From an optimization exercise on the open Yosys and OpenROAD flow, aimed at small area, a short achievable clock period and few clock cycles; shortcuts taken in it are not production practice. Function was checked by simulation only, so behaviour that the tests miss may differ from the original. No activity file was given, so power comes from the tool's default toggle rates.

Design hashed_key_cache_with_hot_entry, start of the top module:
module hashed_key_cache_with_hot_entry
#(
  parameter int POOL_ENTRIES = hkc_pkg::DEF_POOL_ENTRIES
) (
  input  logic      clk,
  input  logic      rst_n,
  input  logic      start,
  input  hkc_pkg::in_item_t  in_item,
  output logic      busy,
  output logic      out_valid,
  output hkc_pkg::out_item_t out_item
);
Size: roughly 8000 cells after synthesis, roughly 73 I/O pins, about 100000 um2 of cells after synthesis.
export LEC_CHECK = 0
export CAP_MARGIN = 10
export CORE_MARGIN = 2
export CORE_UTILIZATION = 40
export CTS_CLUSTER_DIAMETER = 100
export CTS_CLUSTER_SIZE = 25
export PLACE_DENSITY = 0.7
export SLEW_MARGIN = 10
create_clock -name core_clock -period 8.0 [get_ports {clk}]
standard.sh (not shown) runs the stock make flow with config.mk's settings and CLKGATE_MAP_FILE= SYNTH_SCRIPT=/design/flow/synth_recipe.tcl, a recipe that flattens the netlist after the stock synthesis.
==> flow/flow/run.sh <==
#!/bin/bash
set -euo pipefail
bash standard.sh finish SETUP_SLACK_MARGIN=5.4 > make_finish.log 2>&1
Testbench counts at the start, summed over its fixed seeds: cycles 18,563.
Edit:
==> flow/run.sh (new file) <==
#!/bin/bash
# synth_recipe.tcl (not shown) runs the flow's synth.tcl, then flattens the netlist and writes it again
# the make line also repeats each setting of config.mk as NAME=value (left out here)
make -C /OpenROAD-flow-scripts/flow DESIGN_CONFIG=/design/flow/config.mk WORK_HOME=/design/flow/orfs CLKGATE_MAP_FILE= SYNTH_SCRIPT=/design/flow/synth_recipe.tcl finish
Settings changed: CAP_MARGIN 10 to 20, PLACE_DENSITY 0.7 to unset, SETUP_SLACK_MARGIN set to 5, SLEW_MARGIN 10 to 20.
removed: flow/flow/run.sh
removed: flow/standard.sh
Outcome: Cell area went down by 0.81%; cell count is about the same; total power went down by 0.33%; core utilization went down by 0.36 points; non-clock buffer count went up by 4; worst setup slack got worse by 0.17 ns; register-to-register slack got worse by 0.46 ns.
Edit:
==> flow/flow/run.sh (new file) <==
#!/bin/bash
set -euo pipefail
bash standard.sh finish SETUP_SLACK_MARGIN=5.3 > make_finish.log 2>&1
==> flow/standard.sh (new file) <==
#!/bin/bash
# synth_recipe.tcl (not shown) runs the flow's synth.tcl, then flattens the netlist and writes it again
# the make line also repeats each setting of config.mk as NAME=value (left out here)
make -C /OpenROAD-flow-scripts/flow DESIGN_CONFIG=/design/flow/config.mk WORK_HOME=/design/flow/orfs CLKGATE_MAP_FILE= SYNTH_SCRIPT=/design/flow/synth_recipe.tcl "${@:-finish}"
Settings changed: CAP_MARGIN 20 to 10, PLACE_DENSITY set to 0.7, SETUP_SLACK_MARGIN 5 to unset, SLEW_MARGIN 20 to 10.
removed: flow/run.sh
Critical path depth falls by 2; routed wire length falls by 1.3%; sequential power stays flat; core utilization rises by 0.36 points; first-iteration DRC count rises by 34%; power rises by 0.51%; combinational power rises by about 4%; sequential cell count stays the same; die area is unchanged.
Edit:
==> flow/flow/run.sh (replaced) <==
#!/bin/bash
set -euo pipefail
bash standard.sh finish SETUP_SLACK_MARGIN=5.6 > make_finish.log 2>&1
Settings changed: CAP_MARGIN 10 to 20, PLACE_DENSITY 0.7 to unset, SLEW_MARGIN 10 to 20.
After rerunning: Final area climbs by 2.3%; wire length climbs by 12%; final cell count climbs by 0.42%; sequential power barely changes; clock-buffer cell count climbs by 5; flip-flop and latch count stays the same.
Edit:
==> flow/flow/run.sh (replaced) <==
#!/bin/bash
set -euo pipefail
bash standard.sh finish SETUP_SLACK_MARGIN=5.3 > make_finish.log 2>&1
The changed run finished with timing, DRC and antenna clean.
Power drops by 1.1%.
Routed wire length decreases by 9.0%.
Design area falls by 2.3%.

hashed_key_cache_with_hot_entry, a different RTL version from the one above (not shown whole).
For scale: ~8000 cells after synthesis, about 3400 flip-flops, ~73 I/O pins, about 100000 um2 of cells after synthesis.
Settings: LEC_CHECK=0, CAP_MARGIN=20, CORE_MARGIN=2, CORE_UTILIZATION=60, CTS_CLUSTER_DIAMETER=100, CTS_CLUSTER_SIZE=25, SETUP_SLACK_MARGIN=5, SLEW_MARGIN=20; clock period 8.0 ns.
run.sh (not shown) runs the stock make flow with config.mk's settings and CLKGATE_MAP_FILE= SYNTH_SCRIPT=/design/flow/synth_recipe.tcl, a recipe that flattens the netlist after the stock synthesis.
Stock flow here: none of the scripts above is used.
The starting point completed with no timing, DRC or antenna violations.
Testbench counts at the start, summed over its fixed seeds: cycles 18,971.
Next try:
- CORE_UTILIZATION: 60 -> 40
What happened: The new run completed without violations. Routed wire length goes up by about 3.3%. Area after synthesis stays the same. Sequential power barely changes. First-iteration DRC count shrinks by 2.7%. Clock power rises by about 2.7%. Worst setup slack is better by 81 ps. Total power went up by about 0.8%. Clock skew goes up by 14 ps. Final cell count climbs by about 11%. Via count came out lower by about 0.5%. Synthesized cell count does not change.

## onyx
hashed_key_cache_with_hot_entry, a different RTL version from the one above (not shown whole).
Size in the first run: ~8000 cells after synthesis, ~3400 flip-flops.
==> flow/design.v (excerpt) <==
module hashed_key_cache_with_hot_entry
#(
  parameter int POOL_ENTRIES = hkc_pkg::DEF_POOL_ENTRIES
) (
  input  logic      clk,
  input  logic      rst_n,
  input  logic      start,
  input  hkc_pkg::in_item_t  in_item,
  output logic      busy,
  output logic      out_valid,
  output hkc_pkg::out_item_t out_item
);
Settings: LEC_CHECK=0, CAP_MARGIN=20, CORE_MARGIN=2, CORE_UTILIZATION=40, CTS_CLUSTER_DIAMETER=100, CTS_CLUSTER_SIZE=25, SLEW_MARGIN=20; clock period 8.0 ns.
standard.sh (not shown) runs the stock make flow with config.mk's settings and CLKGATE_MAP_FILE= SYNTH_SCRIPT=/design/flow/synth_recipe.tcl, a recipe that flattens the netlist after the stock synthesis.
==> flow/flow/run.sh <==
#!/bin/bash
set -euo pipefail
bash standard.sh finish SETUP_SLACK_MARGIN=5.3 > make_finish.log 2>&1
Testbench counts of onyx, summed over its fixed seeds: cycles 18,615.
> inputs changed (onyx -> quartz)
Settings: SETUP_SLACK_MARGIN newly set to 5.
==> flow/run.sh (new file) <==
#!/bin/bash
# synth_recipe.tcl (not shown) runs the flow's synth.tcl, then flattens the netlist and writes it again
# the make line also repeats each setting of config.mk as NAME=value (left out here)
make -C /OpenROAD-flow-scripts/flow DESIGN_CONFIG=/design/flow/config.mk WORK_HOME=/design/flow/orfs CLKGATE_MAP_FILE= SYNTH_SCRIPT=/design/flow/synth_recipe.tcl finish
removed: flow/flow/run.sh
removed: flow/standard.sh
## What came out
The total power consumption of the routed design of onyx and that of quartz are within noise of each other. Total routing usage reported by global routing in quartz is 0.30 points lower than in onyx. Looking at layout-stage area growth over the synthesis result, quartz sits 1.1 points below onyx. Ratio of cells with drive above 1 in the final layout, quartz and onyx: lower on quartz. Final worst-path cycle share essentially unchanged between onyx and quartz. quartz against onyx; first-pass GRT wire length is down slightly. Status: highest cell delay on the worst timing path parity (quartz, onyx). NOTE largest vdd supply drop onyx->quartz increased slightly.

The RTL this note starts from:
==> flow/design.v <==
`default_nettype none
package hkc_pkg;
  localparam int KEY_W            = 32;
  localparam int VAL_W            = 16;
  localparam int DEF_POOL_ENTRIES = 64;
  typedef enum logic {
    OP_LOOKUP = 1'b0,
    OP_INSERT = 1'b1
  } op_t;
  typedef enum logic [1:0] {
    ST_FOUND     = 2'd0,
    ST_NOT_FOUND = 2'd1,
    ST_INSERTED  = 2'd2,
    ST_FULL      = 2'd3
  } status_t;
  typedef struct packed {
    logic             op;
    logic [KEY_W-1:0] key;
    logic [VAL_W-1:0] value;
  } in_item_t;
  typedef struct packed {
    logic [1:0]       status;
    logic [VAL_W-1:0] found_value;
    logic             from_hot;
  } out_item_t;
endpackage
`default_nettype wire
`default_nettype none
module hkc_ctrl
#(
  parameter int POOL_ENTRIES = hkc_pkg::DEF_POOL_ENTRIES
) (
  input  logic                      clk,
  input  logic                      rst_n,
  input  logic                      start,
  input  logic                      op,
  input  logic                      found,
  input  logic                      hot_hit,
  input  logic [hkc_pkg::VAL_W-1:0] found_val,
  input  logic                      pend_block,
  output logic                      s3_ins,
  output logic                      in_ins,
  output logic                      req_v,
  output logic                      is_insert,
  output logic                      full,
  output logic                      busy,
  output logic                      out_valid,
  output hkc_pkg::out_item_t        out_item
);
  localparam int CNT_W = $clog2(POOL_ENTRIES + 1);
  logic               busy_r;
  logic               s3_v_r;
  logic               s3_op_r;
  logic [CNT_W-1:0]   used_r;
  logic               out_valid_r;
  hkc_pkg::out_item_t out_r;
  assign s3_ins = s3_v_r && (s3_op_r == hkc_pkg::OP_INSERT);
  assign in_ins = start && !busy_r && (op == hkc_pkg::OP_INSERT);
  always_ff @(posedge clk) begin
    busy_r  <= rst_n & !full & pend_block;
    s3_v_r  <= rst_n & start & !busy_r;
    s3_op_r <= op;
  end
  assign req_v     = s3_v_r;
  assign is_insert = (s3_op_r == hkc_pkg::OP_INSERT);
  assign full      = (used_r == CNT_W'(POOL_ENTRIES));
  always_ff @(posedge clk) begin
    if (!rst_n) begin
      used_r <= '0;
    end else if (s3_v_r && is_insert && !full) begin
      used_r <= used_r + 1'b1;
    end
  end
  always_ff @(posedge clk) begin
    out_valid_r <= rst_n & s3_v_r;
    if (is_insert) begin
      out_r.status      <= full ? hkc_pkg::ST_FULL : hkc_pkg::ST_INSERTED;
      out_r.found_value <= '0;
      out_r.from_hot    <= 1'b0;
    end else begin
      out_r.status      <= found ? hkc_pkg::ST_FOUND : hkc_pkg::ST_NOT_FOUND;
      out_r.found_value <= found_val;
      out_r.from_hot    <= hot_hit;
    end
  end
  assign busy      = busy_r;
  assign out_valid = out_valid_r;
  assign out_item  = out_r;
endmodule
`default_nettype wire
`default_nettype none
module hkc_dpath
#(
  parameter int POOL_ENTRIES = hkc_pkg::DEF_POOL_ENTRIES,
  parameter int NUM_WR       = 4
) (
  input  logic                      clk,
  input  logic                      rst_n,
  input  logic [hkc_pkg::KEY_W-1:0] key_in,
  input  logic [hkc_pkg::VAL_W-1:0] value_in,
  input  logic                      req_v,
  input  logic                      is_insert,
  input  logic                      full,
  output logic                      found,
  output logic                      hot_hit,
  output logic [hkc_pkg::VAL_W-1:0] found_val,
  input  logic                      s3_ins,
  input  logic                      in_ins,
  output logic                      pend_block
);
  localparam int SPACING = POOL_ENTRIES / NUM_WR;
  logic [hkc_pkg::KEY_W-1:0] s3_key_r;
  logic [hkc_pkg::VAL_W-1:0] s3_val_r;
  logic [POOL_ENTRIES-1:0]   s3_match_r;
  logic                      s3_hot_eq_r;
  logic                      s3_prev_eq_r;
  logic                      prev_new_r;
  logic                      prev_hot_r;
  logic [hkc_pkg::VAL_W-1:0] prev_val_r;
  logic [hkc_pkg::KEY_W-1:0] key_mem [POOL_ENTRIES];
  logic [hkc_pkg::VAL_W-1:0] val_mem [POOL_ENTRIES];
  logic [POOL_ENTRIES-1:0]   valid_r;
  logic [POOL_ENTRIES-1:0]   match;
  logic [NUM_WR-1:0]         wr_first;
  logic [2:0]                free_at;
  logic [hkc_pkg::KEY_W-1:0] wr_key;
  logic [hkc_pkg::VAL_W-1:0] wr_val;
  logic                      wr_valid;
  logic                      pend_v_r;
  logic [hkc_pkg::KEY_W-1:0] pend_key_r;
  logic [hkc_pkg::VAL_W-1:0] pend_val_r;
  logic                      s3_pend_eq_r;
  logic [hkc_pkg::VAL_W-1:0] s3_pend_val_r;
  logic                      hot_valid_r;
  logic [hkc_pkg::KEY_W-1:0] hot_key_r;
  logic                      new_ins;
  logic                      hot_upd;
  logic                      pool_found;
  logic [hkc_pkg::VAL_W-1:0] pool_val;
  always_comb begin
    for (int i = 0; i < POOL_ENTRIES; i++) begin
      match[i] = valid_r[i] && (key_mem[i] == key_in);
    end
  end
  always_ff @(posedge clk) begin
    s3_key_r     <= key_in;
    s3_val_r     <= value_in;
    s3_match_r   <= match;
    s3_hot_eq_r  <= hot_valid_r && (hot_key_r == key_in);
    s3_prev_eq_r <= (s3_key_r == key_in);
    s3_pend_eq_r <= pend_v_r && (pend_key_r == key_in);
    s3_pend_val_r <= pend_val_r;
  end
  always_comb begin
    pool_val = '0;
    for (int i = 0; i < POOL_ENTRIES; i++) begin
      pool_val = pool_val |
                 ({hkc_pkg::VAL_W{s3_match_r[(i + POOL_ENTRIES - 1) % POOL_ENTRIES]}} & val_mem[i]);
    end
    pool_found = |s3_match_r;
  end
  assign found     = pool_found || s3_pend_eq_r || (prev_new_r && s3_prev_eq_r);
  assign found_val = pool_val |
                     ({hkc_pkg::VAL_W{s3_pend_eq_r}} & s3_pend_val_r) |
                     ({hkc_pkg::VAL_W{prev_new_r && s3_prev_eq_r}} & prev_val_r);
  assign hot_hit   = prev_hot_r ? s3_prev_eq_r : s3_hot_eq_r;
  assign new_ins = req_v && is_insert && !full && !found;
  assign hot_upd = req_v && !is_insert && found;
  always_comb begin
    logic taken;
    taken   = 1'b0;
    free_at = '0;
    for (int j = 0; j < NUM_WR; j++) begin
      wr_first[j] = !valid_r[(j * SPACING + POOL_ENTRIES - 1) % POOL_ENTRIES] && !taken;
      taken       = taken || wr_first[j];
      for (int k = 0; k < 3; k++) begin
        if (!valid_r[(j * SPACING + POOL_ENTRIES - 1 - k) % POOL_ENTRIES]) free_at[k] = 1'b1;
      end
    end
  end
  assign wr_key   = pend_v_r ? pend_key_r : s3_key_r;
  assign wr_val   = pend_v_r ? pend_val_r : s3_val_r;
  assign wr_valid = pend_v_r || new_ins;
  function automatic logic pend_next(logic pv, logic free, logic ins);
    pend_next = (pv && !free) || (ins && (pv || !free));
  endfunction
  always_comb begin
    logic pv1, pv2;
    pv1        = pend_next(pend_v_r, free_at[0], s3_ins);
    pv2        = pend_next(pv1, free_at[1], in_ins);
    pend_block = pv2 && !free_at[2];
  end
  always_ff @(posedge clk) begin
    if (!rst_n) begin
      pend_v_r <= 1'b0;
    end else begin
      pend_v_r <= pend_next(pend_v_r, free_at[0], new_ins);
    end
    if (!(pend_v_r && !free_at[0])) begin
      pend_key_r <= s3_key_r;
      pend_val_r <= s3_val_r;
    end
  end
  always_ff @(posedge clk) begin
    for (int i = 0; i < POOL_ENTRIES; i++) begin
      if (i % SPACING == 0 && wr_first[i / SPACING]) begin
        key_mem[i] <= wr_key;
        val_mem[i] <= wr_val;
      end else begin
        key_mem[i] <= key_mem[(i + POOL_ENTRIES - 1) % POOL_ENTRIES];
        val_mem[i] <= val_mem[(i + POOL_ENTRIES - 1) % POOL_ENTRIES];
      end
    end
  end
  always_ff @(posedge clk) begin
    for (int i = 0; i < POOL_ENTRIES; i++) begin
      if (!rst_n) begin
        valid_r[i] <= 1'b0;
      end else if (i % SPACING == 0 && wr_first[i / SPACING]) begin
        valid_r[i] <= wr_valid;
      end else begin
        valid_r[i] <= valid_r[(i + POOL_ENTRIES - 1) % POOL_ENTRIES];
      end
    end
  end
  always_ff @(posedge clk) begin
    if (!rst_n) begin
      hot_valid_r <= 1'b0;
      prev_new_r  <= 1'b0;
      prev_hot_r  <= 1'b0;
    end else begin
      if (hot_upd) begin
        hot_valid_r <= 1'b1;
      end
      prev_new_r <= new_ins;
      prev_hot_r <= hot_upd;
    end
  end
  always_ff @(posedge clk) begin
    prev_val_r <= s3_val_r;
    if (hot_upd) begin
      hot_key_r <= s3_key_r;
    end
  end
endmodule
`default_nettype wire
`default_nettype none
module hashed_key_cache_with_hot_entry
#(
  parameter int POOL_ENTRIES = hkc_pkg::DEF_POOL_ENTRIES
) (
  input  logic      clk,
  input  logic      rst_n,
  input  logic      start,
  input  hkc_pkg::in_item_t  in_item,
  output logic      busy,
  output logic      out_valid,
  output hkc_pkg::out_item_t out_item
);
  logic                      req_v;
  logic                      is_insert;
  logic                      found;
  logic                      hot_hit;
  logic                      full;
  logic                      pend_block;
  logic                      s3_ins;
  logic                      in_ins;
  logic [hkc_pkg::VAL_W-1:0] found_val;
  hkc_ctrl #(
    .POOL_ENTRIES (POOL_ENTRIES)
  ) u_ctrl (
    .clk       (clk),
    .rst_n     (rst_n),
    .start     (start),
    .op        (in_item.op),
    .found     (found),
    .hot_hit   (hot_hit),
    .found_val (found_val),
    .req_v     (req_v),
    .is_insert (is_insert),
    .full      (full),
    .pend_block (pend_block),
    .s3_ins    (s3_ins),
    .in_ins    (in_ins),
    .busy      (busy),
    .out_valid (out_valid),
    .out_item  (out_item)
  );
  hkc_dpath #(
    .POOL_ENTRIES (POOL_ENTRIES)
  ) u_dpath (
    .clk       (clk),
    .rst_n     (rst_n),
    .key_in    (in_item.key),
    .value_in  (in_item.value),
    .req_v     (req_v),
    .is_insert (is_insert),
    .full      (full),
    .found     (found),
    .hot_hit   (hot_hit),
    .found_val (found_val),
    .s3_ins    (s3_ins),
    .in_ins    (in_ins),
    .pend_block (pend_block)
  );
endmodule
`default_nettype wire
==> flow/config.mk <==
export PLATFORM = sky130hd
export DESIGN_NAME = hashed_key_cache_with_hot_entry
export DESIGN_NICKNAME = hashed_key_cache_with_hot_entry
export VERILOG_FILES = /design/flow/design.v
export SDC_FILE = /design/flow/constraint.sdc
export NUM_CORES = 4
export LEC_CHECK = 0
export CAP_MARGIN = 10
export CORE_MARGIN = 2
export CORE_UTILIZATION = 40
export CTS_CLUSTER_DIAMETER = 100
export CTS_CLUSTER_SIZE = 25
export PLACE_DENSITY = 0.7
export SETUP_SLACK_MARGIN = 5
export SLEW_MARGIN = 10
==> flow/constraint.sdc <==
create_clock -name core_clock -period 8.0 [get_ports {clk}]
set_input_delay 1.6000 -clock core_clock [delete_from_list [all_inputs] [get_ports {clk}]]
set_output_delay 1.6000 -clock core_clock [all_outputs]
set_load 0.01 [all_outputs]
run.sh (not shown) runs the stock make flow with config.mk's settings and CLKGATE_MAP_FILE= SYNTH_SCRIPT=/design/flow/synth_recipe.tcl, a recipe that flattens the netlist after the stock synthesis.
Stock flow here: none of the scripts above is used.
The first run completed with no timing, DRC or antenna violations.
Testbench counts at the start, summed over its fixed seeds: cycles 18,563.
Next try:
- CAP_MARGIN: 10 -> 20
- PLACE_DENSITY: 0.7 -> default
- SLEW_MARGIN: 10 -> 20
Result: The new run went through all stages and came out clean. Flip-flop and latch count is unchanged. Utilization went up by 0.14 points. Power went up by 0.42%. Synthesized cell count is unchanged. Clock power went up by about 0.7%.

## port drivers added, routing unchanged
No port has a modelled driver above. Below, the same layouts with a new extraction and two added sets of constraints. Step 1 (the two cells are an assumption about what drives the block):
set clk [get_ports {clk}]
set_driving_cell -lib_cell sky130_fd_sc_hd__clkbuf_16 $clk
set_driving_cell -lib_cell sky130_fd_sc_hd__buf_2 [delete_from_list [all_inputs] $clk]
Step 2 adds t to the input delays and takes it off the output delays; t is the mean of the earliest and latest rising clock arrival at the registers after step 1. Input paths then give back, and output paths get back, about the clock's delay inside the block. Slacks: ideal ports / drivers / drivers and shift; pairs: ideal ports / drivers.
run	shift t [ns]	setup WS [ns]	hold slack, ns	latest minus earliest clock arrival (ns)	worst slew at a driven data input, ns
the first run of note 1	0.933	5.020 / 4.929 / 4.490	0.332 / 0.332 / 0.332	0.048 / 0.048	0.10
the second run of note 1	0.931	4.853 / 4.853 / 4.097	0.344 / 0.344 / 0.344	0.045 / 0.045	0.08
the third run of note 1	0.936	5.014 / 4.918 / 4.369	0.350 / 0.350 / 0.350	0.052 / 0.052	0.09
the fourth run of note 1	0.943	5.033 / 4.934 / 4.482	0.338 / 0.338 / 0.338	0.051 / 0.051	0.34
the fifth run of note 1	0.941	5.017 / 4.916 / 4.390	0.334 / 0.334 / 0.334	0.056 / 0.055	0.11
the first run of note 2	0.933	4.917 / 4.917 / 4.685	0.308 / 0.308 / 0.308	0.038 / 0.037	0.05
the second run of note 2	0.963	4.998 / 4.895 / 4.984	0.309 / 0.309 / 0.309	0.054 / 0.054	0.07
onyx	0.935	5.002 / 4.913 / 4.595	0.330 / 0.330 / 0.330	0.043 / 0.043	0.19
quartz	0.938	4.997 / 4.907 / 4.594	0.333 / 0.333 / 0.333	0.044 / 0.044	0.19
the first run of note 4	0.949	4.918 / 4.931 / 4.024	0.320 / 0.320 / 0.320	0.073 / 0.074	0.09
the second run of note 4	0.949	4.955 / 4.920 / 4.044	0.305 / 0.305 / 0.305	0.069 / 0.069	0.07
After both steps every run listed still meets setup and hold. For the second run of note 4, which loses most, drivers alone change the setup slack by -0.035 ns; drivers and shift together by -0.911 ns.
